Source: an optimization exercise on an open RTL-to-GDS flow (aim: small area, a short achievable clock period and few clock cycles per item). Production flows keep margins and buffers that such runs may drop.
Where RTL was checked, it was by simulation tests only, not by an equivalence proof against the original.
Only the layout flow was run in runs 1, 2 and 4; the RTL was not checked for function there.
Power and IR drop assume default switching activity.

**flow/flow/run.sh**
```bash
#!/bin/bash
# Own layout flow: the standard flow, run whole through standard.sh
# (so synthesis is the standard one), with one change to placement: the
# buffers that global placement puts on every input and output port are
# sky130_fd_sc_hd__buf_2 cells rather than the resizer's default pick.
set -euo pipefail
cp standard.sh standard_sh.log
echo "export BUFFER_PORTS_ARGS = -buffer_cell sky130_fd_sc_hd__buf_2" >> config.mk
cp config.mk config_mk.log
bash standard.sh > standard.log 2>&1
```
**flow/standard.sh**
```bash
#!/bin/bash
# synth_recipe.tcl (not shown) runs the flow's synth.tcl, then flattens the netlist and writes it again
# the make line also repeats each setting of config.mk as NAME=value (left out here)
make -C /OpenROAD-flow-scripts/flow DESIGN_CONFIG=/design/flow/config.mk WORK_HOME=/design/flow/orfs CLKGATE_MAP_FILE= SYNTH_SCRIPT=/design/flow/synth_recipe.tcl "${@:-finish}"
```
**flow/config.mk**
```make
export PLATFORM = sky130hd
export DESIGN_NAME = tomasulo_core
export DESIGN_NICKNAME = tomasulo_core
export VERILOG_FILES = /design/flow/design.v
export SDC_FILE = /design/flow/constraint.sdc
export NUM_CORES = 4
export LEC_CHECK = 0
export CAP_MARGIN = 20
export CORE_MARGIN = 2
export CORE_UTILIZATION = 55
export CTS_BUF_LIST = sky130_fd_sc_hd__clkbuf_16
export CTS_CLUSTER_DIAMETER = 120
export CTS_CLUSTER_SIZE = 24
export SETUP_SLACK_MARGIN = 4.0
export SLEW_MARGIN = 20
export BUFFER_PORTS_ARGS = -buffer_cell sky130_fd_sc_hd__buf_2
```
**flow/constraint.sdc**
```tcl
create_clock -name core_clock -period 9.0 [get_ports {clk}]
set_input_delay 1.8000 -clock core_clock [delete_from_list [all_inputs] [get_ports {clk}]]
set_output_delay 1.8000 -clock core_clock [all_outputs]
set_load 0.01 [all_outputs]
```
**flow/design.v**
```verilog
package tomasulo_pkg;
  localparam int data_w   = 32;
  localparam int reg_w    = 3;
  localparam int num_regs = 8;
  localparam int op_w     = 3;
  localparam int instr_w  = 12;
  localparam logic [op_w-1:0] op_nop = 3'd0;
  localparam logic [op_w-1:0] op_ld  = 3'd1;
  localparam logic [op_w-1:0] op_st  = 3'd2;
  localparam logic [op_w-1:0] op_add = 3'd3;
  localparam logic [op_w-1:0] op_mul = 3'd4;
endpackage
`timescale 1ns/10ps
module mul_csa_step (
  input  logic [31:0] a,
  input  logic [3:0] one,
  input  logic [3:0] two,
  input  logic [3:0] neg,
  input  logic [31:0] ps,
  input  logic [31:0] pc,
  output logic [31:0] s,
  output logic [31:0] c,
  output logic [0:0] x
);
  logic [31:0] pp0;
  logic [29:0] pp1;
  logic [27:0] pp2;
  logic [25:0] pp3;
  logic t1, t2, t3, t4, t5, t6, t7, t8, t9, t10, t11, t12, t13, t14, t15, t16;
  logic t17, t18, t19, t20, t21, t22, t23, t24, t25, t26, t27, t28, t29, t30, t31, t32;
  logic t33, t34, t35, t36, t37, t38, t39, t40, t41, t42, t43, t44, t45, t46, t47, t48;
  logic t49, t50, t51, t52, t53, t54, t55, t56, t57, t58, t59, t60, t61, t62, t63, t64;
  logic t65, t66, t67, t68, t69, t70, t71, t72, t73, t74, t75, t76, t77, t78, t79, t80;
  logic t81, t82, t83, t84, t85, t86, t87, t88, t89, t90, t91, t92, t93, t94, t95, t96;
  logic t97, t98, t99, t100, t101, t102, t103, t104, t105, t106, t107, t108, t109, t110, t111, t112;
  logic t113, t114, t115, t116, t117, t118, t119, t120, t121, t122, t123, t124, t125, t126, t127, t128;
  logic t129, t130, t131, t132, t133, t134, t135, t136, t137, t138, t139, t140, t141, t142, t143, t144;
  logic t145, t146, t147, t148, t149, t150, t151, t152, t153, t154, t155, t156, t157, t158, t159, t160;
  logic t161, t162, t163, t164, t165, t166, t167, t168, t169, t170, t171, t172, t173, t174, t175, t176;
  logic t177, t178, t179, t180, t181, t182, t183, t184, t185, t186, t187, t188, t189, t190, t191, t192;
  logic t193, t194, t195, t196, t197, t198, t199, t200, t201, t202, t203, t204, t205, t206, t207, t208;
  logic t209, t210, t211, t212;
  assign pp0[0] = (one[0] & a[0]) ^ neg[0];
  assign pp0[1] = ((one[0] & a[1]) | (two[0] & a[0])) ^ neg[0];
  assign pp0[2] = ((one[0] & a[2]) | (two[0] & a[1])) ^ neg[0];
  assign pp0[3] = ((one[0] & a[3]) | (two[0] & a[2])) ^ neg[0];
  assign pp0[4] = ((one[0] & a[4]) | (two[0] & a[3])) ^ neg[0];
  assign pp0[5] = ((one[0] & a[5]) | (two[0] & a[4])) ^ neg[0];
  assign pp0[6] = ((one[0] & a[6]) | (two[0] & a[5])) ^ neg[0];
  assign pp0[7] = ((one[0] & a[7]) | (two[0] & a[6])) ^ neg[0];
  assign pp0[8] = ((one[0] & a[8]) | (two[0] & a[7])) ^ neg[0];
  assign pp0[9] = ((one[0] & a[9]) | (two[0] & a[8])) ^ neg[0];
  assign pp0[10] = ((one[0] & a[10]) | (two[0] & a[9])) ^ neg[0];
  assign pp0[11] = ((one[0] & a[11]) | (two[0] & a[10])) ^ neg[0];
  assign pp0[12] = ((one[0] & a[12]) | (two[0] & a[11])) ^ neg[0];
  assign pp0[13] = ((one[0] & a[13]) | (two[0] & a[12])) ^ neg[0];
  assign pp0[14] = ((one[0] & a[14]) | (two[0] & a[13])) ^ neg[0];
  assign pp0[15] = ((one[0] & a[15]) | (two[0] & a[14])) ^ neg[0];
  assign pp0[16] = ((one[0] & a[16]) | (two[0] & a[15])) ^ neg[0];
  assign pp0[17] = ((one[0] & a[17]) | (two[0] & a[16])) ^ neg[0];
  assign pp0[18] = ((one[0] & a[18]) | (two[0] & a[17])) ^ neg[0];
  assign pp0[19] = ((one[0] & a[19]) | (two[0] & a[18])) ^ neg[0];
  assign pp0[20] = ((one[0] & a[20]) | (two[0] & a[19])) ^ neg[0];
  assign pp0[21] = ((one[0] & a[21]) | (two[0] & a[20])) ^ neg[0];
  assign pp0[22] = ((one[0] & a[22]) | (two[0] & a[21])) ^ neg[0];
  assign pp0[23] = ((one[0] & a[23]) | (two[0] & a[22])) ^ neg[0];
  assign pp0[24] = ((one[0] & a[24]) | (two[0] & a[23])) ^ neg[0];
  assign pp0[25] = ((one[0] & a[25]) | (two[0] & a[24])) ^ neg[0];
  assign pp0[26] = ((one[0] & a[26]) | (two[0] & a[25])) ^ neg[0];
  assign pp0[27] = ((one[0] & a[27]) | (two[0] & a[26])) ^ neg[0];
  assign pp0[28] = ((one[0] & a[28]) | (two[0] & a[27])) ^ neg[0];
  assign pp0[29] = ((one[0] & a[29]) | (two[0] & a[28])) ^ neg[0];
  assign pp0[30] = ((one[0] & a[30]) | (two[0] & a[29])) ^ neg[0];
  assign pp0[31] = ((one[0] & a[31]) | (two[0] & a[30])) ^ neg[0];
  assign pp1[0] = (one[1] & a[0]) ^ neg[1];
  assign pp1[1] = ((one[1] & a[1]) | (two[1] & a[0])) ^ neg[1];
  assign pp1[2] = ((one[1] & a[2]) | (two[1] & a[1])) ^ neg[1];
  assign pp1[3] = ((one[1] & a[3]) | (two[1] & a[2])) ^ neg[1];
  assign pp1[4] = ((one[1] & a[4]) | (two[1] & a[3])) ^ neg[1];
  assign pp1[5] = ((one[1] & a[5]) | (two[1] & a[4])) ^ neg[1];
  assign pp1[6] = ((one[1] & a[6]) | (two[1] & a[5])) ^ neg[1];
  assign pp1[7] = ((one[1] & a[7]) | (two[1] & a[6])) ^ neg[1];
  assign pp1[8] = ((one[1] & a[8]) | (two[1] & a[7])) ^ neg[1];
  assign pp1[9] = ((one[1] & a[9]) | (two[1] & a[8])) ^ neg[1];
  assign pp1[10] = ((one[1] & a[10]) | (two[1] & a[9])) ^ neg[1];
  assign pp1[11] = ((one[1] & a[11]) | (two[1] & a[10])) ^ neg[1];
  assign pp1[12] = ((one[1] & a[12]) | (two[1] & a[11])) ^ neg[1];
  assign pp1[13] = ((one[1] & a[13]) | (two[1] & a[12])) ^ neg[1];
  assign pp1[14] = ((one[1] & a[14]) | (two[1] & a[13])) ^ neg[1];
  assign pp1[15] = ((one[1] & a[15]) | (two[1] & a[14])) ^ neg[1];
  assign pp1[16] = ((one[1] & a[16]) | (two[1] & a[15])) ^ neg[1];
  assign pp1[17] = ((one[1] & a[17]) | (two[1] & a[16])) ^ neg[1];
  assign pp1[18] = ((one[1] & a[18]) | (two[1] & a[17])) ^ neg[1];
  assign pp1[19] = ((one[1] & a[19]) | (two[1] & a[18])) ^ neg[1];
  assign pp1[20] = ((one[1] & a[20]) | (two[1] & a[19])) ^ neg[1];
  assign pp1[21] = ((one[1] & a[21]) | (two[1] & a[20])) ^ neg[1];
  assign pp1[22] = ((one[1] & a[22]) | (two[1] & a[21])) ^ neg[1];
  assign pp1[23] = ((one[1] & a[23]) | (two[1] & a[22])) ^ neg[1];
  assign pp1[24] = ((one[1] & a[24]) | (two[1] & a[23])) ^ neg[1];
  assign pp1[25] = ((one[1] & a[25]) | (two[1] & a[24])) ^ neg[1];
  assign pp1[26] = ((one[1] & a[26]) | (two[1] & a[25])) ^ neg[1];
  assign pp1[27] = ((one[1] & a[27]) | (two[1] & a[26])) ^ neg[1];
  assign pp1[28] = ((one[1] & a[28]) | (two[1] & a[27])) ^ neg[1];
  assign pp1[29] = ((one[1] & a[29]) | (two[1] & a[28])) ^ neg[1];
  assign pp2[0] = (one[2] & a[0]) ^ neg[2];
  assign pp2[1] = ((one[2] & a[1]) | (two[2] & a[0])) ^ neg[2];
  assign pp2[2] = ((one[2] & a[2]) | (two[2] & a[1])) ^ neg[2];
  assign pp2[3] = ((one[2] & a[3]) | (two[2] & a[2])) ^ neg[2];
  assign pp2[4] = ((one[2] & a[4]) | (two[2] & a[3])) ^ neg[2];
  assign pp2[5] = ((one[2] & a[5]) | (two[2] & a[4])) ^ neg[2];
  assign pp2[6] = ((one[2] & a[6]) | (two[2] & a[5])) ^ neg[2];
  assign pp2[7] = ((one[2] & a[7]) | (two[2] & a[6])) ^ neg[2];
  assign pp2[8] = ((one[2] & a[8]) | (two[2] & a[7])) ^ neg[2];
  assign pp2[9] = ((one[2] & a[9]) | (two[2] & a[8])) ^ neg[2];
  assign pp2[10] = ((one[2] & a[10]) | (two[2] & a[9])) ^ neg[2];
  assign pp2[11] = ((one[2] & a[11]) | (two[2] & a[10])) ^ neg[2];
  assign pp2[12] = ((one[2] & a[12]) | (two[2] & a[11])) ^ neg[2];
  assign pp2[13] = ((one[2] & a[13]) | (two[2] & a[12])) ^ neg[2];
  assign pp2[14] = ((one[2] & a[14]) | (two[2] & a[13])) ^ neg[2];
  assign pp2[15] = ((one[2] & a[15]) | (two[2] & a[14])) ^ neg[2];
  assign pp2[16] = ((one[2] & a[16]) | (two[2] & a[15])) ^ neg[2];
  assign pp2[17] = ((one[2] & a[17]) | (two[2] & a[16])) ^ neg[2];
  assign pp2[18] = ((one[2] & a[18]) | (two[2] & a[17])) ^ neg[2];
  assign pp2[19] = ((one[2] & a[19]) | (two[2] & a[18])) ^ neg[2];
  assign pp2[20] = ((one[2] & a[20]) | (two[2] & a[19])) ^ neg[2];
  assign pp2[21] = ((one[2] & a[21]) | (two[2] & a[20])) ^ neg[2];
  assign pp2[22] = ((one[2] & a[22]) | (two[2] & a[21])) ^ neg[2];
  assign pp2[23] = ((one[2] & a[23]) | (two[2] & a[22])) ^ neg[2];
  assign pp2[24] = ((one[2] & a[24]) | (two[2] & a[23])) ^ neg[2];
  assign pp2[25] = ((one[2] & a[25]) | (two[2] & a[24])) ^ neg[2];
  assign pp2[26] = ((one[2] & a[26]) | (two[2] & a[25])) ^ neg[2];
  assign pp2[27] = ((one[2] & a[27]) | (two[2] & a[26])) ^ neg[2];
  assign pp3[0] = (one[3] & a[0]) ^ neg[3];
  assign pp3[1] = ((one[3] & a[1]) | (two[3] & a[0])) ^ neg[3];
  assign pp3[2] = ((one[3] & a[2]) | (two[3] & a[1])) ^ neg[3];
  assign pp3[3] = ((one[3] & a[3]) | (two[3] & a[2])) ^ neg[3];
  assign pp3[4] = ((one[3] & a[4]) | (two[3] & a[3])) ^ neg[3];
  assign pp3[5] = ((one[3] & a[5]) | (two[3] & a[4])) ^ neg[3];
  assign pp3[6] = ((one[3] & a[6]) | (two[3] & a[5])) ^ neg[3];
  assign pp3[7] = ((one[3] & a[7]) | (two[3] & a[6])) ^ neg[3];
  assign pp3[8] = ((one[3] & a[8]) | (two[3] & a[7])) ^ neg[3];
  assign pp3[9] = ((one[3] & a[9]) | (two[3] & a[8])) ^ neg[3];
  assign pp3[10] = ((one[3] & a[10]) | (two[3] & a[9])) ^ neg[3];
  assign pp3[11] = ((one[3] & a[11]) | (two[3] & a[10])) ^ neg[3];
  assign pp3[12] = ((one[3] & a[12]) | (two[3] & a[11])) ^ neg[3];
  assign pp3[13] = ((one[3] & a[13]) | (two[3] & a[12])) ^ neg[3];
  assign pp3[14] = ((one[3] & a[14]) | (two[3] & a[13])) ^ neg[3];
  assign pp3[15] = ((one[3] & a[15]) | (two[3] & a[14])) ^ neg[3];
  assign pp3[16] = ((one[3] & a[16]) | (two[3] & a[15])) ^ neg[3];
  assign pp3[17] = ((one[3] & a[17]) | (two[3] & a[16])) ^ neg[3];
  assign pp3[18] = ((one[3] & a[18]) | (two[3] & a[17])) ^ neg[3];
  assign pp3[19] = ((one[3] & a[19]) | (two[3] & a[18])) ^ neg[3];
  assign pp3[20] = ((one[3] & a[20]) | (two[3] & a[19])) ^ neg[3];
  assign pp3[21] = ((one[3] & a[21]) | (two[3] & a[20])) ^ neg[3];
  assign pp3[22] = ((one[3] & a[22]) | (two[3] & a[21])) ^ neg[3];
  assign pp3[23] = ((one[3] & a[23]) | (two[3] & a[22])) ^ neg[3];
  assign pp3[24] = ((one[3] & a[24]) | (two[3] & a[23])) ^ neg[3];
  assign pp3[25] = ((one[3] & a[25]) | (two[3] & a[24])) ^ neg[3];
  assign t1 = pp0[6] ^ pp1[4];
  assign t2 = pp0[6] & pp1[4];
  assign t3 = pp0[7] ^ pp1[5];
  assign t4 = pp0[7] & pp1[5];
  assign t5 = pp0[8] ^ pp1[6] ^ pp2[4];
  assign t6 = (pp0[8] & pp1[6]) | (pp0[8] & pp2[4]) | (pp1[6] & pp2[4]);
  assign t7 = pp3[2] ^ ps[0];
  assign t8 = pp3[2] & ps[0];
  assign t9 = pp0[9] ^ pp1[7] ^ pp2[5];
  assign t10 = (pp0[9] & pp1[7]) | (pp0[9] & pp2[5]) | (pp1[7] & pp2[5]);
  assign t11 = pp3[3] ^ ps[1] ^ pc[1];
  assign t12 = (pp3[3] & ps[1]) | (pp3[3] & pc[1]) | (ps[1] & pc[1]);
  assign t13 = pp0[10] ^ pp1[8] ^ pp2[6];
  assign t14 = (pp0[10] & pp1[8]) | (pp0[10] & pp2[6]) | (pp1[8] & pp2[6]);
  assign t15 = pp3[4] ^ ps[2] ^ pc[2];
  assign t16 = (pp3[4] & ps[2]) | (pp3[4] & pc[2]) | (ps[2] & pc[2]);
  assign t17 = pp0[11] ^ pp1[9] ^ pp2[7];
  assign t18 = (pp0[11] & pp1[9]) | (pp0[11] & pp2[7]) | (pp1[9] & pp2[7]);
  assign t19 = pp3[5] ^ ps[3] ^ pc[3];
  assign t20 = (pp3[5] & ps[3]) | (pp3[5] & pc[3]) | (ps[3] & pc[3]);
  assign t21 = pp0[12] ^ pp1[10] ^ pp2[8];
  assign t22 = (pp0[12] & pp1[10]) | (pp0[12] & pp2[8]) | (pp1[10] & pp2[8]);
  assign t23 = pp3[6] ^ ps[4] ^ pc[4];
  assign t24 = (pp3[6] & ps[4]) | (pp3[6] & pc[4]) | (ps[4] & pc[4]);
  assign t25 = pp0[13] ^ pp1[11] ^ pp2[9];
  assign t26 = (pp0[13] & pp1[11]) | (pp0[13] & pp2[9]) | (pp1[11] & pp2[9]);
  assign t27 = pp3[7] ^ ps[5] ^ pc[5];
  assign t28 = (pp3[7] & ps[5]) | (pp3[7] & pc[5]) | (ps[5] & pc[5]);
  assign t29 = pp0[14] ^ pp1[12] ^ pp2[10];
  assign t30 = (pp0[14] & pp1[12]) | (pp0[14] & pp2[10]) | (pp1[12] & pp2[10]);
  assign t31 = pp3[8] ^ ps[6] ^ pc[6];
  assign t32 = (pp3[8] & ps[6]) | (pp3[8] & pc[6]) | (ps[6] & pc[6]);
  assign t33 = pp0[15] ^ pp1[13] ^ pp2[11];
  assign t34 = (pp0[15] & pp1[13]) | (pp0[15] & pp2[11]) | (pp1[13] & pp2[11]);
  assign t35 = pp3[9] ^ ps[7] ^ pc[7];
  assign t36 = (pp3[9] & ps[7]) | (pp3[9] & pc[7]) | (ps[7] & pc[7]);
  assign t37 = pp0[16] ^ pp1[14] ^ pp2[12];
  assign t38 = (pp0[16] & pp1[14]) | (pp0[16] & pp2[12]) | (pp1[14] & pp2[12]);
  assign t39 = pp3[10] ^ ps[8] ^ pc[8];
  assign t40 = (pp3[10] & ps[8]) | (pp3[10] & pc[8]) | (ps[8] & pc[8]);
  assign t41 = pp0[17] ^ pp1[15] ^ pp2[13];
  assign t42 = (pp0[17] & pp1[15]) | (pp0[17] & pp2[13]) | (pp1[15] & pp2[13]);
  assign t43 = pp3[11] ^ ps[9] ^ pc[9];
  assign t44 = (pp3[11] & ps[9]) | (pp3[11] & pc[9]) | (ps[9] & pc[9]);
  assign t45 = pp0[18] ^ pp1[16] ^ pp2[14];
  assign t46 = (pp0[18] & pp1[16]) | (pp0[18] & pp2[14]) | (pp1[16] & pp2[14]);
  assign t47 = pp3[12] ^ ps[10] ^ pc[10];
  assign t48 = (pp3[12] & ps[10]) | (pp3[12] & pc[10]) | (ps[10] & pc[10]);
  assign t49 = pp0[19] ^ pp1[17] ^ pp2[15];
  assign t50 = (pp0[19] & pp1[17]) | (pp0[19] & pp2[15]) | (pp1[17] & pp2[15]);
  assign t51 = pp3[13] ^ ps[11] ^ pc[11];
  assign t52 = (pp3[13] & ps[11]) | (pp3[13] & pc[11]) | (ps[11] & pc[11]);
  assign t53 = pp0[20] ^ pp1[18] ^ pp2[16];
  assign t54 = (pp0[20] & pp1[18]) | (pp0[20] & pp2[16]) | (pp1[18] & pp2[16]);
  assign t55 = pp3[14] ^ ps[12] ^ pc[12];
  assign t56 = (pp3[14] & ps[12]) | (pp3[14] & pc[12]) | (ps[12] & pc[12]);
  assign t57 = pp0[21] ^ pp1[19] ^ pp2[17];
  assign t58 = (pp0[21] & pp1[19]) | (pp0[21] & pp2[17]) | (pp1[19] & pp2[17]);
  assign t59 = pp3[15] ^ ps[13] ^ pc[13];
  assign t60 = (pp3[15] & ps[13]) | (pp3[15] & pc[13]) | (ps[13] & pc[13]);
  assign t61 = pp0[22] ^ pp1[20] ^ pp2[18];
  assign t62 = (pp0[22] & pp1[20]) | (pp0[22] & pp2[18]) | (pp1[20] & pp2[18]);
  assign t63 = pp3[16] ^ ps[14] ^ pc[14];
  assign t64 = (pp3[16] & ps[14]) | (pp3[16] & pc[14]) | (ps[14] & pc[14]);
  assign t65 = pp0[23] ^ pp1[21] ^ pp2[19];
  assign t66 = (pp0[23] & pp1[21]) | (pp0[23] & pp2[19]) | (pp1[21] & pp2[19]);
  assign t67 = pp3[17] ^ ps[15] ^ pc[15];
  assign t68 = (pp3[17] & ps[15]) | (pp3[17] & pc[15]) | (ps[15] & pc[15]);
  assign t69 = pp0[24] ^ pp1[22] ^ pp2[20];
  assign t70 = (pp0[24] & pp1[22]) | (pp0[24] & pp2[20]) | (pp1[22] & pp2[20]);
  assign t71 = pp3[18] ^ ps[16] ^ pc[16];
  assign t72 = (pp3[18] & ps[16]) | (pp3[18] & pc[16]) | (ps[16] & pc[16]);
  assign t73 = pp0[25] ^ pp1[23] ^ pp2[21];
  assign t74 = (pp0[25] & pp1[23]) | (pp0[25] & pp2[21]) | (pp1[23] & pp2[21]);
  assign t75 = pp3[19] ^ ps[17] ^ pc[17];
  assign t76 = (pp3[19] & ps[17]) | (pp3[19] & pc[17]) | (ps[17] & pc[17]);
  assign t77 = pp0[26] ^ pp1[24] ^ pp2[22];
  assign t78 = (pp0[26] & pp1[24]) | (pp0[26] & pp2[22]) | (pp1[24] & pp2[22]);
  assign t79 = pp3[20] ^ ps[18] ^ pc[18];
  assign t80 = (pp3[20] & ps[18]) | (pp3[20] & pc[18]) | (ps[18] & pc[18]);
  assign t81 = pp0[27] ^ pp1[25] ^ pp2[23];
  assign t82 = (pp0[27] & pp1[25]) | (pp0[27] & pp2[23]) | (pp1[25] & pp2[23]);
  assign t83 = pp3[21] ^ ps[19] ^ pc[19];
  assign t84 = (pp3[21] & ps[19]) | (pp3[21] & pc[19]) | (ps[19] & pc[19]);
  assign t85 = pp0[28] ^ pp1[26] ^ pp2[24];
  assign t86 = (pp0[28] & pp1[26]) | (pp0[28] & pp2[24]) | (pp1[26] & pp2[24]);
  assign t87 = pp3[22] ^ ps[20] ^ pc[20];
  assign t88 = (pp3[22] & ps[20]) | (pp3[22] & pc[20]) | (ps[20] & pc[20]);
  assign t89 = pp0[29] ^ pp1[27] ^ pp2[25];
  assign t90 = (pp0[29] & pp1[27]) | (pp0[29] & pp2[25]) | (pp1[27] & pp2[25]);
  assign t91 = pp3[23] ^ ps[21] ^ pc[21];
  assign t92 = (pp3[23] & ps[21]) | (pp3[23] & pc[21]) | (ps[21] & pc[21]);
  assign t93 = pp0[30] ^ pp1[28] ^ pp2[26];
  assign t94 = (pp0[30] & pp1[28]) | (pp0[30] & pp2[26]) | (pp1[28] & pp2[26]);
  assign t95 = pp3[24] ^ ps[22] ^ pc[22];
  assign t96 = (pp3[24] & ps[22]) | (pp3[24] & pc[22]) | (ps[22] & pc[22]);
  assign t97 = pp0[31] ^ pp1[29] ^ pp2[27];
  assign t98 = pp3[25] ^ ps[23] ^ pc[23];
  assign t99 = pp0[4] ^ pp1[2];
  assign t100 = pp0[4] & pp1[2];
  assign t101 = pp0[5] ^ pp1[3];
  assign t102 = pp0[5] & pp1[3];
  assign t103 = t1 ^ pp2[2] ^ pp3[0];
  assign t104 = (t1 & pp2[2]) | (t1 & pp3[0]) | (pp2[2] & pp3[0]);
  assign t105 = t3 ^ pp2[3] ^ pp3[1];
  assign t106 = (t3 & pp2[3]) | (t3 & pp3[1]) | (pp2[3] & pp3[1]);
  assign t107 = t5 ^ t7 ^ pc[0];
  assign t108 = (t5 & t7) | (t5 & pc[0]) | (t7 & pc[0]);
  assign t109 = t9 ^ t11 ^ t6;
  assign t110 = (t9 & t11) | (t9 & t6) | (t11 & t6);
  assign t111 = t13 ^ t15 ^ t10;
  assign t112 = (t13 & t15) | (t13 & t10) | (t15 & t10);
  assign t113 = t17 ^ t19 ^ t14;
  assign t114 = (t17 & t19) | (t17 & t14) | (t19 & t14);
  assign t115 = t21 ^ t23 ^ t18;
  assign t116 = (t21 & t23) | (t21 & t18) | (t23 & t18);
  assign t117 = t25 ^ t27 ^ t22;
  assign t118 = (t25 & t27) | (t25 & t22) | (t27 & t22);
  assign t119 = t29 ^ t31 ^ t26;
  assign t120 = (t29 & t31) | (t29 & t26) | (t31 & t26);
  assign t121 = t33 ^ t35 ^ t30;
  assign t122 = (t33 & t35) | (t33 & t30) | (t35 & t30);
  assign t123 = t37 ^ t39 ^ t34;
  assign t124 = (t37 & t39) | (t37 & t34) | (t39 & t34);
  assign t125 = t41 ^ t43 ^ t38;
  assign t126 = (t41 & t43) | (t41 & t38) | (t43 & t38);
  assign t127 = t45 ^ t47 ^ t42;
  assign t128 = (t45 & t47) | (t45 & t42) | (t47 & t42);
  assign t129 = t49 ^ t51 ^ t46;
  assign t130 = (t49 & t51) | (t49 & t46) | (t51 & t46);
  assign t131 = t53 ^ t55 ^ t50;
  assign t132 = (t53 & t55) | (t53 & t50) | (t55 & t50);
  assign t133 = t57 ^ t59 ^ t54;
  assign t134 = (t57 & t59) | (t57 & t54) | (t59 & t54);
  assign t135 = t61 ^ t63 ^ t58;
  assign t136 = (t61 & t63) | (t61 & t58) | (t63 & t58);
  assign t137 = t65 ^ t67 ^ t62;
  assign t138 = (t65 & t67) | (t65 & t62) | (t67 & t62);
  assign t139 = t69 ^ t71 ^ t66;
  assign t140 = (t69 & t71) | (t69 & t66) | (t71 & t66);
  assign t141 = t73 ^ t75 ^ t70;
  assign t142 = (t73 & t75) | (t73 & t70) | (t75 & t70);
  assign t143 = t77 ^ t79 ^ t74;
  assign t144 = (t77 & t79) | (t77 & t74) | (t79 & t74);
  assign t145 = t81 ^ t83 ^ t78;
  assign t146 = (t81 & t83) | (t81 & t78) | (t83 & t78);
  assign t147 = t85 ^ t87 ^ t82;
  assign t148 = (t85 & t87) | (t85 & t82) | (t87 & t82);
  assign t149 = t89 ^ t91 ^ t86;
  assign t150 = (t89 & t91) | (t89 & t86) | (t91 & t86);
  assign t151 = t93 ^ t95 ^ t90;
  assign t152 = (t93 & t95) | (t93 & t90) | (t95 & t90);
  assign t153 = t97 ^ t98 ^ t94;
  assign t154 = pp0[2] ^ pp1[0];
  assign t155 = pp0[2] & pp1[0];
  assign t156 = pp0[3] ^ pp1[1];
  assign t157 = pp0[3] & pp1[1];
  assign t158 = t99 ^ pp2[0] ^ neg[2];
  assign t159 = (t99 & pp2[0]) | (t99 & neg[2]) | (pp2[0] & neg[2]);
  assign t160 = t101 ^ pp2[1] ^ t100;
  assign t161 = (t101 & pp2[1]) | (t101 & t100) | (pp2[1] & t100);
  assign t162 = t103 ^ neg[3] ^ t102;
  assign t163 = (t103 & neg[3]) | (t103 & t102) | (neg[3] & t102);
  assign t164 = t105 ^ t2 ^ t104;
  assign t165 = (t105 & t2) | (t105 & t104) | (t2 & t104);
  assign t166 = t107 ^ t4 ^ t106;
  assign t167 = (t107 & t4) | (t107 & t106) | (t4 & t106);
  assign t168 = t109 ^ t8 ^ t108;
  assign t169 = (t109 & t8) | (t109 & t108) | (t8 & t108);
  assign t170 = t111 ^ t12 ^ t110;
  assign t171 = (t111 & t12) | (t111 & t110) | (t12 & t110);
  assign t172 = t113 ^ t16 ^ t112;
  assign t173 = (t113 & t16) | (t113 & t112) | (t16 & t112);
  assign t174 = t115 ^ t20 ^ t114;
  assign t175 = (t115 & t20) | (t115 & t114) | (t20 & t114);
  assign t176 = t117 ^ t24 ^ t116;
  assign t177 = (t117 & t24) | (t117 & t116) | (t24 & t116);
  assign t178 = t119 ^ t28 ^ t118;
  assign t179 = (t119 & t28) | (t119 & t118) | (t28 & t118);
  assign t180 = t121 ^ t32 ^ t120;
  assign t181 = (t121 & t32) | (t121 & t120) | (t32 & t120);
  assign t182 = t123 ^ t36 ^ t122;
  assign t183 = (t123 & t36) | (t123 & t122) | (t36 & t122);
  assign t184 = t125 ^ t40 ^ t124;
  assign t185 = (t125 & t40) | (t125 & t124) | (t40 & t124);
  assign t186 = t127 ^ t44 ^ t126;
  assign t187 = (t127 & t44) | (t127 & t126) | (t44 & t126);
  assign t188 = t129 ^ t48 ^ t128;
  assign t189 = (t129 & t48) | (t129 & t128) | (t48 & t128);
  assign t190 = t131 ^ t52 ^ t130;
  assign t191 = (t131 & t52) | (t131 & t130) | (t52 & t130);
  assign t192 = t133 ^ t56 ^ t132;
  assign t193 = (t133 & t56) | (t133 & t132) | (t56 & t132);
  assign t194 = t135 ^ t60 ^ t134;
  assign t195 = (t135 & t60) | (t135 & t134) | (t60 & t134);
  assign t196 = t137 ^ t64 ^ t136;
  assign t197 = (t137 & t64) | (t137 & t136) | (t64 & t136);
  assign t198 = t139 ^ t68 ^ t138;
  assign t199 = (t139 & t68) | (t139 & t138) | (t68 & t138);
  assign t200 = t141 ^ t72 ^ t140;
  assign t201 = (t141 & t72) | (t141 & t140) | (t72 & t140);
  assign t202 = t143 ^ t76 ^ t142;
  assign t203 = (t143 & t76) | (t143 & t142) | (t76 & t142);
  assign t204 = t145 ^ t80 ^ t144;
  assign t205 = (t145 & t80) | (t145 & t144) | (t80 & t144);
  assign t206 = t147 ^ t84 ^ t146;
  assign t207 = (t147 & t84) | (t147 & t146) | (t84 & t146);
  assign t208 = t149 ^ t88 ^ t148;
  assign t209 = (t149 & t88) | (t149 & t148) | (t88 & t148);
  assign t210 = t151 ^ t92 ^ t150;
  assign t211 = (t151 & t92) | (t151 & t150) | (t92 & t150);
  assign t212 = t153 ^ t96;
  assign s[0] = pp0[0];
  assign c[0] = neg[0];
  assign s[1] = pp0[1];
  assign c[1] = 1'b0;
  assign s[2] = t154;
  assign c[2] = neg[1];
  assign s[3] = t156;
  assign c[3] = t155;
  assign s[4] = t158;
  assign c[4] = t157;
  assign s[5] = t160;
  assign c[5] = t159;
  assign s[6] = t162;
  assign c[6] = t161;
  assign s[7] = t164;
  assign c[7] = t163;
  assign s[8] = t166;
  assign c[8] = t165;
  assign s[9] = t168;
  assign c[9] = t167;
  assign s[10] = t170;
  assign c[10] = t169;
  assign s[11] = t172;
  assign c[11] = t171;
  assign s[12] = t174;
  assign c[12] = t173;
  assign s[13] = t176;
  assign c[13] = t175;
  assign s[14] = t178;
  assign c[14] = t177;
  assign s[15] = t180;
  assign c[15] = t179;
  assign s[16] = t182;
  assign c[16] = t181;
  assign s[17] = t184;
  assign c[17] = t183;
  assign s[18] = t186;
  assign c[18] = t185;
  assign s[19] = t188;
  assign c[19] = t187;
  assign s[20] = t190;
  assign c[20] = t189;
  assign s[21] = t192;
  assign c[21] = t191;
  assign s[22] = t194;
  assign c[22] = t193;
  assign s[23] = t196;
  assign c[23] = t195;
  assign s[24] = t198;
  assign c[24] = t197;
  assign s[25] = t200;
  assign c[25] = t199;
  assign s[26] = t202;
  assign c[26] = t201;
  assign s[27] = t204;
  assign c[27] = t203;
  assign s[28] = t206;
  assign c[28] = t205;
  assign s[29] = t208;
  assign c[29] = t207;
  assign s[30] = t210;
  assign c[30] = t209;
  assign s[31] = t212;
  assign c[31] = t152;
  assign x[0] = t211;
endmodule
module prefix_adder (
  input  logic [31:0] a,
  input  logic [31:0] b,
  output logic [31:0] s
);
  logic [31:0] g [6];
  logic [31:0] p [6];
  always_comb begin
    g[0] = a & b;
    p[0] = a ^ b;
    for (int l = 0; l < 5; l++) begin
      for (int i = 0; i < 32; i++) begin
        if ((i >> l) & 1) begin
          g[l+1][i] = g[l][i] | (p[l][i] & g[l][((i >> l) << l) - 1]);
          p[l+1][i] = p[l][i] & p[l][((i >> l) << l) - 1];
        end else begin
          g[l+1][i] = g[l][i];
          p[l+1][i] = p[l][i];
        end
      end
    end
    s[0] = p[0][0];
    for (int i = 1; i < 32; i++) s[i] = p[0][i] ^ g[5][i-1];
  end
endmodule
`timescale 1ns/10ps
module tomasulo_core (
  input  logic                             clk,
  input  logic                             rst,
  input  logic                             instr_req,
  input  logic [tomasulo_pkg::instr_w-1:0] instr,
  input  logic [tomasulo_pkg::reg_w-1:0]   dbg_addr,
  output logic                             instr_ack,
  output logic [tomasulo_pkg::data_w-1:0]  dbg_data,
  output logic                             dbg_busy,
  output logic                             wb_valid,
  output logic [tomasulo_pkg::reg_w-1:0]   wb_dest,
  output logic [tomasulo_pkg::data_w-1:0]  wb_data
);
  localparam int Q = 5;
  logic [Q-1:0] q_v;
  logic [Q-1:0] q_mul;
  logic [2:0]   q_dest [Q];
  logic [2:0]   q_sa   [Q];
  logic [2:0]   q_sb   [Q];
  logic [2:0] step;
  logic [31:0] ps;
  logic [31:0] pc;
  logic [0:0] px;
  logic [0:0] nx;
  logic [31:0] regs [1:7];
  logic [3:0] b_one;
  logic [3:0] b_two;
  logic [3:0] b_neg;
  logic [2:0]  op;
  logic [2:0]  i_dest;
  logic [2:0]  i_sa;
  logic [2:0]  i_sb;
  logic        i_add;
  logic        i_mul;
  logic        i_alu;
  logic        accept;
  logic        push;
  logic        pop;
  logic        mstep;
  logic        mlast;
  logic [31:0] rd_a;
  logic [31:0] rd_b;
  logic [31:0] sum;
  logic [31:0] ns;
  logic [31:0] nc;
  logic [31:0] wd_hi;
  logic [8:0] nd;
  logic [8:0] dsel;
  logic [2:0]  nh_sa;
  logic [2:0]  nh_sb;
  logic [8:0] pf;
  logic [8:0] pfd;
  assign {op, i_dest, i_sa, i_sb} = instr;
  assign i_add = (op == tomasulo_pkg::op_add);
  assign i_mul = (op == tomasulo_pkg::op_mul);
  assign i_alu = i_add || i_mul;
  assign mstep = q_v[0] && q_mul[0] && (step != 3'd4);
  assign pop   = q_v[0] && !mstep;
  assign mlast = q_v[0] && q_mul[0] && (step == 3'd3);
  assign accept = instr_req && !instr_ack && (!i_alu || !q_v[Q-1] || pop);
  assign push   = accept && i_alu;
  always_ff @(posedge clk) begin
    if (rst) begin
      instr_ack <= 1'b0;
    end else if (accept) begin
      instr_ack <= 1'b1;
    end else if (!instr_req) begin
      instr_ack <= 1'b0;
    end
  end
  logic [Q-1:0] q_here;
  logic [Q:0]   q_vx;
  assign q_vx = {1'b0, q_v};
  always_comb begin
    for (int i = 0; i < Q; i++) begin
      if (pop) begin
        q_here[i] = push && q_vx[i] && !q_vx[i + 1];
      end else begin
        q_here[i] = push && !q_vx[i] && ((i == 0) || q_vx[(i + Q) % (Q + 1)]);
      end
    end
  end
  always_ff @(posedge clk) begin
    if (rst) begin
      q_v  <= '0;
      step <= '0;
    end else begin
      for (int i = 0; i < Q; i++) begin
        q_v[i] <= (pop ? q_vx[i + 1] : q_v[i]) || q_here[i];
      end
      if (pop) begin
        step <= '0;
      end else if (mstep) begin
        step <= step + 1'b1;
      end
    end
  end
  always_ff @(posedge clk) begin
    for (int i = 0; i < Q; i++) begin
      if (q_here[i]) begin
        q_mul[i]  <= i_mul;
        q_dest[i] <= i_dest;
        q_sa[i]   <= i_sa;
        q_sb[i]   <= i_sb;
      end else if (pop && (i + 1 < Q)) begin
        q_mul[i]  <= q_mul[(i + 1) % Q];
        q_dest[i] <= q_dest[(i + 1) % Q];
        q_sa[i]   <= q_sa[(i + 1) % Q];
        q_sb[i]   <= q_sb[(i + 1) % Q];
      end else if ((i == 0) && mlast) begin
        q_sa[i] <= 3'd0;
        q_sb[i] <= 3'd0;
      end
    end
  end
  always_comb begin
    rd_a = {ps[31] ^ (^px), ps[30:0]};
    rd_b = pc;
    for (int k = 1; k < 8; k++) begin
      if (q_sa[0] == 3'(k)) rd_a = regs[k];
      if (q_sb[0] == 3'(k)) rd_b = regs[k];
    end
  end
  prefix_adder adder_inst (.a(rd_a), .b(rd_b), .s(sum));
  always_comb begin
    case (step)
      3'd0: nd = {rd_b[23:16], rd_b[15]};
      3'd1: nd = {rd_b[15:8], rd_b[7]};
      3'd2: nd = {rd_b[7:0], 1'b0};
      default: nd = '0;
    endcase
  end
  assign nh_sa = (pop && q_v[1 % Q] && (Q > 1)) ? q_sa[1 % Q] : i_sa;
  assign nh_sb = (pop && q_v[1 % Q] && (Q > 1)) ? q_sb[1 % Q] : i_sb;
  always_comb begin
    pf = '0;
    for (int k = 1; k < 8; k++) begin
      if (nh_sb == 3'(k)) pf = regs[k][31:23];
    end
    if (pop && (q_dest[0] == nh_sb) && (nh_sb != 3'd0)) pf = sum[31:23];
  end
  assign pfd = {pf[8:1], pf[0]};
  always_comb begin
    if (mstep) begin
      dsel = ((q_sa[0] == 3'd0) || (q_sb[0] == 3'd0)) ? '0 : nd;
    end else begin
      dsel = ((nh_sa == 3'd0) || (nh_sb == 3'd0)) ? '0 : pfd;
      dsel[8:9] = '0;
    end
  end
  always_ff @(posedge clk) begin
    for (int i = 0; i < 4; i++) begin
      b_one[i] <= dsel[2 * i + 1] ^ dsel[2 * i];
      b_two[i] <= (dsel[2 * i + 2] & ~dsel[2 * i + 1] & ~dsel[2 * i]) |
                  (~dsel[2 * i + 2] & dsel[2 * i + 1] & dsel[2 * i]);
      b_neg[i] <= dsel[2 * i + 2];
    end
  end
  mul_csa_step csa_inst (.a(rd_a), .one(b_one), .two(b_two), .neg(b_neg),
                         .ps(ps), .pc(pc), .s(ns), .c(nc), .x(nx));
  always_ff @(posedge clk) begin
    if (rst || !mstep) begin
      ps <= '0;
      pc <= '0;
      px <= '0;
    end else begin
      ps <= ns;
      pc <= nc;
      px <= nx;
    end
  end
  assign wd_hi = rst ? 32'd0 : sum;
  always_ff @(posedge clk) begin
    for (int k = 1; k < 8; k++) begin
      if (rst || (pop && (q_dest[0] == 3'(k)))) begin
        regs[k] <= {wd_hi[31:3], rst ? 3'(k) : sum[2:0]};
      end
    end
  end
  always_ff @(posedge clk) begin
    if (rst) begin
      wb_valid <= 1'b0;
    end else begin
      wb_valid <= pop;
    end
    wb_dest <= q_dest[0];
    wb_data <= sum;
  end
  always_comb begin
    dbg_data = '0;
    for (int k = 1; k < 8; k++) begin
      if (dbg_addr == 3'(k)) dbg_data = regs[k];
    end
  end
  always_comb begin
    dbg_busy = wb_valid && (wb_dest == dbg_addr);
    for (int i = 0; i < Q; i++) begin
      if (q_v[i] && (q_dest[i] == dbg_addr)) dbg_busy = 1'b1;
    end
    if (dbg_addr == 3'd0) dbg_busy = 1'b0;
  end
endmodule
```
==> flow_summary.ini, run 1 <==
[global_routing]
overflow = 0
first_global_vias = 17771
grt_usage_pct = 34.0
grt_pass1_wl_um = 118000
grt_antenna_before_repair = 0
grt_max_degree = 60

[logic_synthesis]
synthCells = 2052
async_flop_share_pct = 0
yosys_warnings = 11
netlist.area_leader.share_pct = 32.6
synthFlopType = edfxtp_1
ys_types = 81
avgSynthCellArea_sq_um = 12.3
synth_area_leaders = edfxtp_1, mux4_2, dfxtp_1
syn_nets = 2213
yosys.area.top_type = edfxtp_1
netlist_area_sq_um = 25200
seq_area_frac_synth_pct = 42.2
synth_edf_count = 274
synth-seq-cells = 395

[power]
p_per_area_nw_per_um2 = 310
max-vdd-ir-drop_v = 0.000244
power_w = 0.00848
p_leak_nw = 10.5

[clocking]
clk_path_buf_depth = 3
cts_hold_buf = 0
root_buffer = clkbuf_16
htree_num_levels = 1
cts.sinks = 395
clkTransAtPathRegs_ns = 0.09
cts_tree = built
clock_latency_ns = 0.57
cts_buffers = 20

[worst_setup_path]
crit_end = dbg_data[17]
reg2regPathDepth = 15
r2r_start = q_sa[0][0]$_DFFE_PP_
cpMaxStageDelayCell = o21ai_0
path_cells = buf_8 > nor2b_4 > a22oi_1 > o21ai_0 > buf_2
critPathArrivalTime_ns = 3.24
end_kind = primary output
reg2reg_to = regs[2][31]$_DFFE_PP_
crit_start = dbg_addr[0]
startpoint_type = primary input
path_max_fanout = 13
max_stage_delay_ns = 0.59
critPathKind = in -> out
cp_data_required_time_ns = 7.20
reg2reg_slack_ns = 4.21

[floorplanning]
placementRows = 78
core_area_sq_um = 45300
dieWidth_um = 218
dieArea_sq_um = 47600
start_util_pct = 55.7
num_io_pins = 88
chipHeight_um = 218

[route]
firstDrtPassIters = 6
route.detailed.drc = 0
drtIter0Drc = 2380
vias_per_cell = 6.71
vias = 18085
wl_per_cell_um = 29.9
drtAntennaViolNets = 0
drt_wl_total_um = 80500

[sta]
maxSlewHeadroom_pct = 22.9
post-route-min-period_ns = 5.04
maxSlewViolCount = 0
rsz0062_at_grt = true
tns_ns = 0
hold_viol = 0
max_slew.worst_pin.slew_ns = 1.16
clock_skew_ns = 0.0265
fmax_mhz = 199
finalSetupViolations = 0
finalCritPeriodShare_pct = 55.9

[layout]
final_cell_mix = edfxtp_1, a22oi_1, inv_1, mux4_2, mux2_2
final_nets = 2242
layout_commonest_cell = edfxtp_1
fillers = 3659
antennaDiodeCount = 0
drive_above_1_share_pct = 23.7
postLayoutCoreUtil_pct = 60.4
area_growth_pct = 8.51

[place]
portBuffers = 87
gp_congestion = 0.954
dpl.hpwl_um = 53700

[outcome]
outcome = timing/DRC/antenna clean

[job]
drv_cap = 0

[hold_path]
hp-class = reg -> reg
synthesized netlist by cell type, drive strengths merged (3+ instances only):
cell type,instances
nor3,15
mux2i,28
a22o,17
nand2,112
ha,43
dfxtp,121
a41oi,3
and3,6
o21a,3
o21bai,4
xnor2,63
o21ai,57
a21boi,6
a22oi,180
nand2b,8
a221oi,9
fa,100
a32o,4
inv,164
mux2,118
a21o,14
a211oi,9
a41o,4
a31oi,15
buf,51
nand3,45
a31o,7
and2b,3
o2111ai,4
or2,5
nand4,10
nor2,43
xor2,106
clkbuf,92
a21oi,49
mux4,129
edfxtp,274
nor2b,35
and2,69
layer usage:
layer	global-route usage [%]	vias to the layer above	share of wire (%)	wire length (um)
li1	-	7635	-	-
met1	49.6	9143	41	33400
met2	48.8	1137	43	35000
met3	8.71	170	11	9090
met4	13.0	0	3.8	3030
met5	0	-	0	0
cell families (layout without fill, tap and decap cells):
kind of cell	count (synthesis)	in the layout	share of synthesized area, %
AO/OA/AOI/OAI	402	402	11.8
flip-flops	395	395	42.2
AND/OR/NAND/NOR	361	362	7.27
buffers and inverters	307	348	4.85
multiplexers	275	275	17.9
XOR/XNOR	169	169	5.87
adder cells (fa/ha/maj)	143	143	10.1
worst max-delay path: cells and delay by family:
kind | cells | cell delay, ns
compound gates | 2 | 0.70
buf+inv | 2 | 0.45
simple gates | 1 | 0.27
final cells by class:
| cell class | count | area (sq um) | area share [%] |
|---|---|---|---|
| Clock inverter | 14 | 76.3 | 0.279 |
| Multi-Input combinational cell | 1351 | 13500 | 49.3 |
| Inverter | 164 | 616 | 2.25 |
| Tap cell | 600 | 751 | 2.74 |
| Sequential cell | 395 | 10700 | 38.9 |
| Timing Repair Buffer | 149 | 1240 | 4.54 |
| Clock buffer | 21 | 526 | 1.92 |
stage by stage:
step,instances,worst slack (ns),hold WS [ns],instance area (sq um)
after floorplan,2052,3.98,0.346,25200
final,2694,3.96,0.517,27400
after CTS,2685,4.01,0.513,27100
after global routing,2694,3.97,0.540,27400
after detailed placement,2634,2.92,0.498,26100
after global placement,2634,3.05,0.496,26100
how the worst min path moves through the flow:
stage	startpoint	endpoint	slack [ns]	cells after the start
global route	step[1]$_SDFFE_PP0P_	step[1]$_SDFFE_PP0P_	0.54	2
detailed placement	step[1]$_SDFFE_PP0P_	step[1]$_SDFFE_PP0P_	0.50	2
CTS	step[1]$_SDFFE_PP0P_	step[1]$_SDFFE_PP0P_	0.51	2
global placement	step[1]$_SDFFE_PP0P_	step[1]$_SDFFE_PP0P_	0.50	2
finish	step[1]$_SDFFE_PP0P_	step[1]$_SDFFE_PP0P_	0.52	2
floorplan	q_dest[0][0]$_DFFE_PP_	wb_dest[0]$_DFF_P_	0.35	0
flip-flops by register name (all words and copies together), names as in the netlist:
register   flops
pc            31
q_sa          15
wb_data       32
wb_valid       1
q_mul          5
instr_ack      1
q_dest        15
q_sb          15
b_neg          4
wb_dest        3
ps            32
b_two          4
b_one          4
regs         224
step           3
q_v            5
px             1
what timing repair did:
item / CTS / global route
gates cloned: 3 / 3
setup buffers: 13 / 6
pin swaps: 0 / 1
endpoints found under the setup margin: 199 / 117
gates resized for setup: 47 / 29
power breakdown:
part	internal (W)	total (W)	switching (W)
Sequential	0.00258	0.00303	0.000447
Combinational	0.00187	0.00441	0.00255
Clock	0.000443	0.00104	0.000597
==> run 2: changes to the inputs <==
--- a/flow/config.mk
+++ b/flow/config.mk
@@ -12,5 +12,5 @@
 export CTS_CLUSTER_DIAMETER = 120
 export CTS_CLUSTER_SIZE = 24
-export SETUP_SLACK_MARGIN = 4.0
+export SETUP_SLACK_MARGIN = 4.5
 export SLEW_MARGIN = 20
 export BUFFER_PORTS_ARGS = -buffer_cell sky130_fd_sc_hd__buf_2
==> run 2 against run 1 <==
Clock power barely moved. Flip-flop and latch count did not move. Count of clock-buffer cells in the layout did not move. Largest power group unchanged. Clock skew rose by 0.010 ns. Critical path type unchanged. Highest routed layer unchanged.
==> flow_summary.ini, run 2 <==
[route]
vias_per_cell = 6.81
drtIter0Drc = 2440
vias = 18759
firstDrtPassIters = 6
drt_wl_total_um = 85600
drtAntennaViolNets = 0
wl_per_cell_um = 31.1
route.detailed.drc = 0

[power]
switching_share_pct = 42.3
power.switching_w = 0.00371
p_per_area_nw_per_um2 = 304
comb_power_share_pct = 53.8
seqPwrFrac_pct = 34.4
max-vdd-ir-drop_v = 0.000263
p_int_w = 0.00506
clockPowerShare_pct = 11.8
p_leak_nw = 11.2

[worst_setup_path]
reg2regPathDepth = 16
reg2reg_to = b_one[3]$_DFF_P_
path_max_fanout = 8
end_kind = primary output
r2r_start = q_sa[0][1]$_DFFE_PP_
critPathKind = in -> out
reg2reg_slack_ns = 4.49
cp_data_required_time_ns = 7.20
startpoint_type = primary input
critPathArrivalTime_ns = 3.08

[global_routing]
grt_pass1_wl_um = 124000
grt_max_degree = 60
grt_antenna_before_repair = 0
overflow = 0
grt_usage_pct = 35.8
first_global_vias = 18425

[logic_synthesis]
netlist.area_leader.share_pct = 32.6
netlist_area_sq_um = 25200
seq_area_frac_synth_pct = 42.2
ys_types = 81
synth.most_common_cell = edfxtp_1
syn_nets = 2213
yosys.area.top_type = edfxtp_1
synthFlopType = edfxtp_1
synth_area_leaders = edfxtp_1, mux4_2, dfxtp_1
synthCells = 2052
yosys_warnings = 11
avgSynthCellArea_sq_um = 12.3
synth-seq-cells = 395
synth_common_cells = edfxtp_1, a22oi_1, inv_1
async_flop_share_pct = 0
synth_edf_count = 274

[layout]
fin_cells = 2753
final_cell_mix = edfxtp_1, inv_1, a22oi_1, mux4_2, dfxtp_1
final_nets = 2299
top_register = regs
layout_commonest_cell = edfxtp_1
area_growth_pct = 14.6
postLayoutCoreUtil_pct = 63.8
drive_above_1_share_pct = 28.9
largest_register_ff_count = 224
reg_top3 = regs x224, ps x32, wb_data x32

[sta]
finalCritPeriodShare_pct = 54.2
tns_ns = 0
hold_slack_ns = 0.514
maxSlewHeadroom_pct = 23.0
finalSetupViolations = 0
maxSlewViolCount = 0
post-route-min-period_ns = 4.88
rsz0062_at_grt = true
setup_ws_ns = 4.12
max_slew.worst_pin.slew_ns = 1.16
hold_viol = 0
clock_skew_ns = 0.0369
fmax_mhz = 205

[clocking]
clock_latency_ns = 0.59
root_buffer = clkbuf_16
cts_hold_buf = 0
cts_buffers = 20
htree_num_levels = 1
cts_tree = built
cts.sinks = 395
clkTransAtPathRegs_ns = 0.10
clk_path_buf_depth = 3

[job]
drv_cap = 0

[place]
portBuffers = 87
gp_congestion = 0.907
dpl.hpwl_um = 54300
numPlacedInstances = 2639
dp_slack_ns = 2.33

[floorplanning]
chipHeight_um = 218
placementRows = 78
core_area_sq_um = 45300
dieWidth_um = 218
num_io_pins = 88
dieArea_sq_um = 47600
start_util_pct = 55.7

[hold_path]
min_delay_worst_endpoint = step[1]$_SDFFE_PP0P_
hp-start = step[1]$_SDFFE_PP0P_
hp-class = reg -> reg
whs_path_depth = 2

[outcome]
outcome = timing/DRC/antenna clean
## run 2: metrics by stage
stage | power [W] | cell area (sq um)
floorplan | 0.00591 | 25400
global placement | 0.00729 | 26200
detailed placement | 0.00735 | 26200
CTS | 0.00856 | 28200
global route | 0.00936 | 28900
finish | 0.00877 | 28900
## run 2: metal layers
| metal | share of wire (%) | vias to the layer above | GRT usage [%] |
|---|---|---|---|
| met5 | 0 | - | 0 |
| met4 | 3.8 | 0 | 12.2 |
| met3 | 11 | 188 | 6.54 |
| met2 | 45 | 1223 | 54.4 |
| met1 | 41 | 9590 | 52.1 |
| li1 | - | 7758 | - |
## run 2: worst max path at each step
stage / startpoint / to
final: dbg_addr[2] / dbg_data[31]
after global routing: dbg_addr[2] / dbg_data[1]
after CTS: dbg_addr[1] / dbg_busy
after detailed placement: dbg_addr[0] / dbg_data[31]
after global placement: dbg_addr[0] / dbg_data[31]
after floorplan: dbg_addr[2] / dbg_data[11]
## run 2: logic make-up after synthesis
kind of cell | after synthesis | synth area share, %
AOI/OAI and AO/OA | 402 | 11.8
xor gates and xnor gates | 169 | 5.87
adders and majority gates | 143 | 10.1
buffers and inverters | 307 | 4.85
DFF | 395 | 42.2
muxes | 275 | 17.9
and+or+nand+nor | 361 | 7.27
## run 2: final cells by class
type	instances	area (sq um)
Fill cell	3468	16400
Multi-Input combinational cell	1351	14100
Sequential cell	395	10700
Timing Repair Buffer	206	2200
Tap cell	600	751
Inverter	164	616
Clock buffer	21	526
Clock inverter	15	68.8
Antenna cell	1	2.50
## run 2: power groups by stage
stage               registers [W]  clock network, W  logic [W]
global route              0.00305           0.00111    0.00520
detailed placement        0.00301                 0    0.00434
CTS                       0.00298           0.00104    0.00455
floorplan                 0.00285                 0    0.00306
finish                    0.00301           0.00104    0.00472
global placement          0.00299                 0    0.00430
## run 2: timing repair
| item | 4_1_cts | 5_1_grt |
|---|---|---|
| setup endpoints to repair | 270 | 168 |
| setup buffers | 39 | 22 |
| pin swaps | 18 | 31 |
| gates resized for setup | 155 | 85 |
| hold endpoints to repair | 0 | 0 |
| cloned | 13 | 3 |
## run 2: worst max-delay path, stage by stage
cell and delay, ns:
buf_16 0.12, buf_12 0.14, buf_6 0.13, nor2b_4 0.16
buf_6 0.14, buf_12 0.16, a22oi_2 0.10, nand3_2 0.17
buf_6 0.13
==> run 3: changes to the inputs <==
--- a/flow/design.v
+++ b/flow/design.v
@@ -435,29 +435,4 @@
   assign x[0] = t211;
 endmodule
-module prefix_adder (
-  input  logic [31:0] a,
-  input  logic [31:0] b,
-  output logic [31:0] s
-);
-  logic [31:0] g [6];
-  logic [31:0] p [6];
-  always_comb begin
-    g[0] = a & b;
-    p[0] = a ^ b;
-    for (int l = 0; l < 5; l++) begin
-      for (int i = 0; i < 32; i++) begin
-        if ((i >> l) & 1) begin
-          g[l+1][i] = g[l][i] | (p[l][i] & g[l][((i >> l) << l) - 1]);
-          p[l+1][i] = p[l][i] & p[l][((i >> l) << l) - 1];
-        end else begin
-          g[l+1][i] = g[l][i];
-          p[l+1][i] = p[l][i];
-        end
-      end
-    end
-    s[0] = p[0][0];
-    for (int i = 1; i < 32; i++) s[i] = p[0][i] ^ g[5][i-1];
-  end
-endmodule
 `timescale 1ns/10ps
 module tomasulo_core (
@@ -584,5 +559,5 @@
     end
   end
-  prefix_adder adder_inst (.a(rd_a), .b(rd_b), .s(sum));
+  assign sum = rd_a + rd_b;
   always_comb begin
     case (step)
@@ -608,5 +583,4 @@
     end else begin
       dsel = ((nh_sa == 3'd0) || (nh_sb == 3'd0)) ? '0 : pfd;
-      dsel[8:9] = '0;
     end
   end
==> flow/flow/run.sh (replaced) <==
#!/bin/bash
# Own layout flow: the standard flow, run whole through standard.sh
# (so synthesis is the standard one), with two changes: the buffers that
# global placement puts on every input and output port are
# sky130_fd_sc_hd__buf_2 cells rather than the resizer's default pick, and
# global routing ends with ORFS's power recovery (downsizing of gates off
# the critical paths).
set -euo pipefail
cp standard.sh standard_sh.log
echo "export BUFFER_PORTS_ARGS = -buffer_cell sky130_fd_sc_hd__buf_2" >> config.mk
echo "export RECOVER_POWER = 100" >> config.mk
cp config.mk config_mk.log
bash standard.sh > standard.log 2>&1
--- a/flow/config.mk
+++ b/flow/config.mk
@@ -15,2 +15,3 @@
 export SLEW_MARGIN = 20
 export BUFFER_PORTS_ARGS = -buffer_cell sky130_fd_sc_hd__buf_2
+export RECOVER_POWER = 100
==> run 3 against run 2 <==
Now fails the layout checks on capacitance limit, slew limit. Final area is essentially flat. Count of clock-buffer cells in the layout shrank 1. Routed wire length grew 5.0%. Sequential power shrank 7.0%. Largest cell class unchanged. Critical path type is now in -> reg.
==> flow_summary.ini, run 3 <==
[clocking]
root_buffer = clkbuf_16
htree_num_levels = 1
cts.sinks = 395
cts_hold_buf = 0
cts_buffers = 20
clock_latency_ns = 0.60
cts_tree = built
clkTransAtPathRegs_ns = 0.11
clk_path_buf_depth = 3

[logic_synthesis]
synth-seq-cells = 395
ys_types = 80
synth_common_cells = edfxtp_1, nand2_1, a22oi_1
synth_area_leaders = edfxtp_1, mux4_2, dfxtp_1
synthCells = 2169
netlist_area_sq_um = 25400
synth_edf_count = 274
synth.most_common_cell = edfxtp_1
yosys_warnings = 5
yosys.area.top_type = edfxtp_1
netlist.area_leader.share_pct = 32.4
async_flop_share_pct = 0
syn_nets = 2327
seq_area_frac_synth_pct = 41.9
synthFlopType = edfxtp_1
avgSynthCellArea_sq_um = 11.7

[worst_setup_path]
path_max_fanout = 32
critPathKind = in -> reg
critPathArrivalTime_ns = 6.84
end_kind = flop
startpoint_type = primary input
reg2regPathDepth = 15
cp_data_required_time_ns = 9.45

[route]
drtAntennaViolNets = 0
routed.top_layer = met5
route.detailed.drc = 0
m1WireLength_um = 35300
wl_met3_um = 11500
vias = 19776
wl_per_cell_um = 31.0
vias_per_cell = 6.83
wl_met2_um = 39200
drt_wl_total_um = 89800
drtIter0Drc = 2958
firstDrtPassIters = 8

[floorplanning]
chipHeight_um = 219
dieWidth_um = 219
num_io_pins = 88
start_util_pct = 55.9
core_area_sq_um = 45500
dieArea_sq_um = 47900
placementRows = 78

[sta]
finalCritPeriodShare_pct = 71.1
clock_skew_ns = 0.0290
hold_viol = 0
post-route-min-period_ns = 6.40
hold_slack_ns = 0.524
tns_ns = 0
max_slew.worst_pin.slew_ns = 3.46
maxSlewHeadroom_pct = -130
finalSetupViolations = 0
rsz0062_at_grt = true
fmax_mhz = 156
maxSlewViolCount = 279

[layout]
top_register = regs
drive_above_1_share_pct = 22.0
final_cell_mix = edfxtp_1, nand2_1, a22oi_1, inv_1, xnor2_1
fillers = 3624
area_growth_pct = 13.8
reg_top3 = regs x224, ps x32, wb_data x32
multi_input_area_sq_um = 14300
final_nets = 2441
fin_cells = 2897
largest_register_ff_count = 224
layout_commonest_cell = edfxtp_1
seq_area_sq_um = 10700

[power]
p_leak_nw = 10.9
max-vdd-ir-drop_v = 0.000215
p_per_area_nw_per_um2 = 285

[global_routing]
grt_antenna_before_repair = 8
grt_pass1_wl_um = 130000
grt_max_degree = 38
first_global_vias = 18963
grt_usage_pct = 37.6
overflow = 0

[job]
drv_cap = 10

[outcome]
outcome = finished with violations
check.faults = capacitance limit, slew limit

[place]
numPlacedInstances = 2749
gp_congestion = 0.960
dpl.hpwl_um = 58600
portBuffers = 87

[hold_path]
hp-class = reg -> reg
whs_path_depth = 2
[run 3: area by class of cell]
type	count	share of cell area (%)
Tap cell	600	2.60
Multi-Input combinational cell	1493	49.3
Clock inverter	15	0.264
Inverter	132	1.78
Antenna cell	1	0.00866
Sequential cell	395	36.9
Timing Repair Buffer	241	7.41
Clock buffer	20	1.73
[run 3: layer usage]
metal	up-vias	global-route usage, %
met5	-	0
met4	2	11.8
met3	204	10.4
met2	1328	56.4
met1	10026	53.2
li1	8216	-
[run 3: kinds of logic after synthesis]
family | Yosys count | share of synthesized area [%]
AND/OR/NAND/NOR | 509 | 9.59
AO/OA/AOI/OAI | 421 | 12.1
flip-flops | 395 | 41.9
buffers and inverters | 281 | 4.33
multiplexers | 251 | 16.4
XOR/XNOR | 172 | 5.93
adder cells (fa/ha/maj) | 140 | 9.73
[run 3: worst paths after layout]
kind / endpoint / slack (ns) / from
max reg2reg: regs[2][29]$_DFFE_PP_ / 3.16 / q_sa[0][0]$_DFFE_PP_
min: step[1]$_SDFFE_PP0P_ / 0.52 / step[1]$_SDFFE_PP0P_
min reg2reg: step[1]$_SDFFE_PP0P_ / 0.52 / step[1]$_SDFFE_PP0P_
max: ps[28]$_SDFF_PP0_ / 2.60 / rst
[run 3: power breakdown]
group / internal, W / switching, W
Combinational: 0.00191 / 0.00249
Sequential: 0.00246 / 0.000347
Clock: 0.000413 / 0.000618
Total: 0.00478 / 0.00345
[run 3: what timing repair did]
action / 4_1_cts / 5_1_grt
setup endpoints to repair: 265 / 150
endpoints found under the hold margin: 0 / 0
setup buffers: 67 / 27
gates cloned: 16 / 1
pin swaps: 27 / 43
resized for setup: 160 / 98
[run 3: worst max-delay path: stages]
cell and delay [ns]:
clkbuf_1 1.19, clkbuf_1 1.53, nor2_1 1.04, clkbuf_1 0.75, and2_0 0.49
[run 3: per-stage QoR]
step                worst slack, ns  total power (W)  util, %  area [sq um]
floorplan                      4.47          0.00558        -         25800
global placement               2.82          0.00689     58.3         26500
detailed placement             2.91          0.00695     58.4         26600
CTS                            4.09          0.00819     63.7         29000
global route                   2.42          0.00878     63.5         28900
finish                         2.60          0.00823     63.6         28900
Testbench counts of run 3, summed over its fixed seeds: cycles 10,091, instrs 4,800.
==> run 4: changes to the inputs <==
--- a/flow/design.v
+++ b/flow/design.v
@@ -583,4 +583,5 @@
     end else begin
       dsel = ((nh_sa == 3'd0) || (nh_sb == 3'd0)) ? '0 : pfd;
+      dsel[8:9] = '0;
     end
   end
==> flow/run.sh (new file) <==
#!/bin/bash
# synth_recipe.tcl (not shown) runs the flow's synth.tcl, then flattens the netlist and writes it again
# the make line also repeats each setting of config.mk as NAME=value (left out here)
make -C /OpenROAD-flow-scripts/flow DESIGN_CONFIG=/design/flow/config.mk WORK_HOME=/design/flow/orfs CLKGATE_MAP_FILE= SYNTH_SCRIPT=/design/flow/synth_recipe.tcl finish
==> flow/config.mk (replaced) <==
export PLATFORM = sky130hd
export DESIGN_NAME = tomasulo_core
export DESIGN_NICKNAME = tomasulo_core
export VERILOG_FILES = /design/flow/design.v
export SDC_FILE = /design/flow/constraint.sdc
export NUM_CORES = 4
export LEC_CHECK = 0
export CAP_MARGIN = 20
export CORE_MARGIN = 2
export CORE_UTILIZATION = 55
export SETUP_SLACK_MARGIN = 4.0
export SLEW_MARGIN = 20
removed: flow/flow/run.sh
removed: flow/standard.sh
==> run 4 against run 3 <==
The run now finishes clean. Register-to-register slack better by 0.99 ns. Final area fell by 0.54%. First-iteration DRC count is 36% lower. Flip-flop and latch count unchanged. Count of clock-buffer cells in the layout rose by 38. Power shrank 5.9%. Largest power group unchanged. Clock skew decreased by 0.011 ns. Worst setup slack better by 1.4 ns. Sequential share of layout area is 0.19 points higher.
==> flow_summary.ini, run 4 <==
[worst_setup_path]
critPathArrivalTime_ns = 3.17
r2r_start = q_sa[0][0]$_DFFE_PP_
startpoint_type = primary input
reg2reg_to = regs[4][31]$_DFFE_PP_
end_kind = primary output
reg2reg_slack_ns = 4.15
cp_data_required_time_ns = 7.20
reg2regPathDepth = 15
critPathKind = in -> out

[layout]
fillers = 3520
area_growth_pct = 13.8
seq_area_sq_um = 10700
layout_commonest_cell = edfxtp_1
postLayoutCoreUtil_pct = 63.3
largest_register_ff_count = 224
top_register = regs
drive_above_1_share_pct = 23.4
reg_top3 = regs x224, ps x32, wb_data x32
final_nets = 2218
multi_input_area_sq_um = 13700
fin_cells = 2696

[floorplanning]
start_util_pct = 55.7
core_area_sq_um = 45400
placementRows = 78
chipHeight_um = 218
dieWidth_um = 218
dieArea_sq_um = 47700
num_io_pins = 88

[logic_synthesis]
seq_area_frac_synth_pct = 42.1
synth_top_family_by_area = multiplexers
yosys_warnings = 8
synth-simple-area-share_pct = 6.63
synthAdderAreaFrac_pct = 9.78
synth_edf_count = 274
syn_nets = 2164
synth_area_leaders = edfxtp_1, mux4_2, dfxtp_1
netlist_area_sq_um = 25300
synthCells = 2006
synth_mux_area_share_pct = 20.5
netlist.area_leader.share_pct = 32.6
synthFlopType = edfxtp_1
synth.most_common_cell = edfxtp_1
synth_xor_area_share_pct = 6.03
avgSynthCellArea_sq_um = 12.6
synth-seq-cells = 395
yosys.area.top_type = edfxtp_1
synth_common_cells = edfxtp_1, mux4_2, inv_1
async_flop_share_pct = 0
ys_types = 78
synth_compound_area_share_pct = 10.5

[route]
route.detailed.drc = 0
firstDrtPassIters = 6
vias_per_cell = 6.60
wl_per_cell_um = 29.1
drtAntennaViolNets = 0
drtIter0Drc = 1887
drt_wl_total_um = 78400
vias = 17806

[sta]
hold_slack_ns = 0.514
hold_viol = 0
maxSlewViolCount = 0
max_slew.worst_pin.slew_ns = 1.11
maxSlewHeadroom_pct = 25.7
post-route-min-period_ns = 4.97
tns_ns = 0
fmax_mhz = 201
finalSetupViolations = 0
clock_skew_ns = 0.0176
finalCritPeriodShare_pct = 55.2
rsz0062_at_grt = true

[clocking]
cts_hold_buf = 0
cts.sinks = 395
cts_buffers = 44
root_buffer = clkbuf_16
clk_path_buf_depth = 3
cts_tree = built
clkTransAtPathRegs_ns = 0.06
clock_latency_ns = 0.61
htree_num_levels = 2

[power]
p_leak_nw = 10.7
p_per_area_nw_per_um2 = 270
power_w = 0.00775
switching_share_pct = 36.5
power.switching_w = 0.00283
clockPowerShare_pct = 23.4
p_int_w = 0.00492
comb_power_share_pct = 42.3

[place]
gp_congestion = 0.935
dpl.hpwl_um = 51900
numPlacedInstances = 2587
portBuffers = 87

[global_routing]
grt_antenna_before_repair = 1
grt_pass1_wl_um = 116000
overflow = 0
first_global_vias = 17716
grt_max_degree = 73

[hold_path]
hp-class = reg -> reg
hp-start = step[1]$_SDFFE_PP0P_
whs_path_depth = 2
min_delay_worst_endpoint = step[1]$_SDFFE_PP0P_

[outcome]
outcome = timing/DRC/antenna clean

[job]
drv_cap = 0
==> run 4: cell count changes after synthesis, sizes merged, moves of 7 or more <==
| cell | change |
|---|---|
| nand2 | -111 |
| a22oi | -38 |
| mux4 | +37 |
| mux2 | +33 |
| nand3 | -26 |
| mux2i | -21 |
| nor2 | -21 |
| a21oi | +19 |
| a22o | -18 |
| inv | +12 |
| and2 | -9 |
| a21o | -8 |
| a21boi | +7 |
| and3 | -7 |
==> run 4: critical path: stages <==
cell and delay, ns:
buf_16 0.13, nor2b_4 0.19, buf_6 0.18, a22oi_1 0.11, o21ai_2 0.18, clkdlybuf4s50_1 0.57
==> run 4: what timing repair did <==
action | 4_1_cts | 5_1_grt
endpoints found under the setup margin | 150 | 112
endpoints found under the hold margin | 0 | 0
gates resized for setup | 92 | 41
gates cloned | 8 | 1
pin swaps | 2 | 4
buffers inserted | 15 | 3
==> run 4: how the worst max path moves through the flow <==
stage / to / startpoint / slack [ns]
after global routing: regs[1][29]$_DFFE_PP_ / q_sa[0][0]$_DFFE_PP_ / 3.92
after CTS: dbg_data[19] / dbg_addr[0] / 3.91
after global placement: dbg_data[19] / dbg_addr[0] / 2.88
after detailed placement: dbg_data[19] / dbg_addr[0] / 2.83
final: dbg_data[27] / dbg_addr[2] / 4.03
after floorplan: dbg_data[0] / dbg_addr[0] / 3.99
==> run 4: cell families after synthesis <==
group / after synthesis
and+or+nand+nor: 331
AOI/OAI and AO/OA: 379
DFF: 395
buffers and inverters: 287
adders and majority gates: 140
xor gates and xnor gates: 174
muxes: 300
==> run 4: power groups by stage <==
stage	Sequential (W)	Clock, W	Combinational (W)
3_5_place_dp	0.00268	0	0.00318
5_1_grt	0.00269	0.00191	0.00358
3_3_place_gp	0.00267	0	0.00315
2_1_floorplan	0.00258	0	0.00213
4_1_cts	0.00265	0.00183	0.00322
6_report	0.00266	0.00181	0.00328
==> run 4: area by class of cell <==
class / count / share of cell area [%]
diodes: 1 / 0.00871
clock buffers: 58 / 4.12
clock inverters: 23 / 0.871
inverters: 143 / 1.87
multi-input cells: 1324 / 47.6
flip-flops and latches: 395 / 37.1
well taps: 600 / 2.61
repair buffers: 152 / 5.83
==> run 4: routing by layer <==
metal / track usage [%] / wire length [um]
met4: 10.1 / 2640
met3: 6.33 / 6400
met5: 0 / 0
met1: 48.1 / 33400
met2: 51.5 / 35900
==> run 4: metrics by stage <==
stage,instance area [sq um],worst slack (ns)
floorplan,25300,3.99
global placement,26600,2.88
detailed placement,26600,2.83
CTS,28600,3.91
global route,28700,3.92
finish,28700,4.03
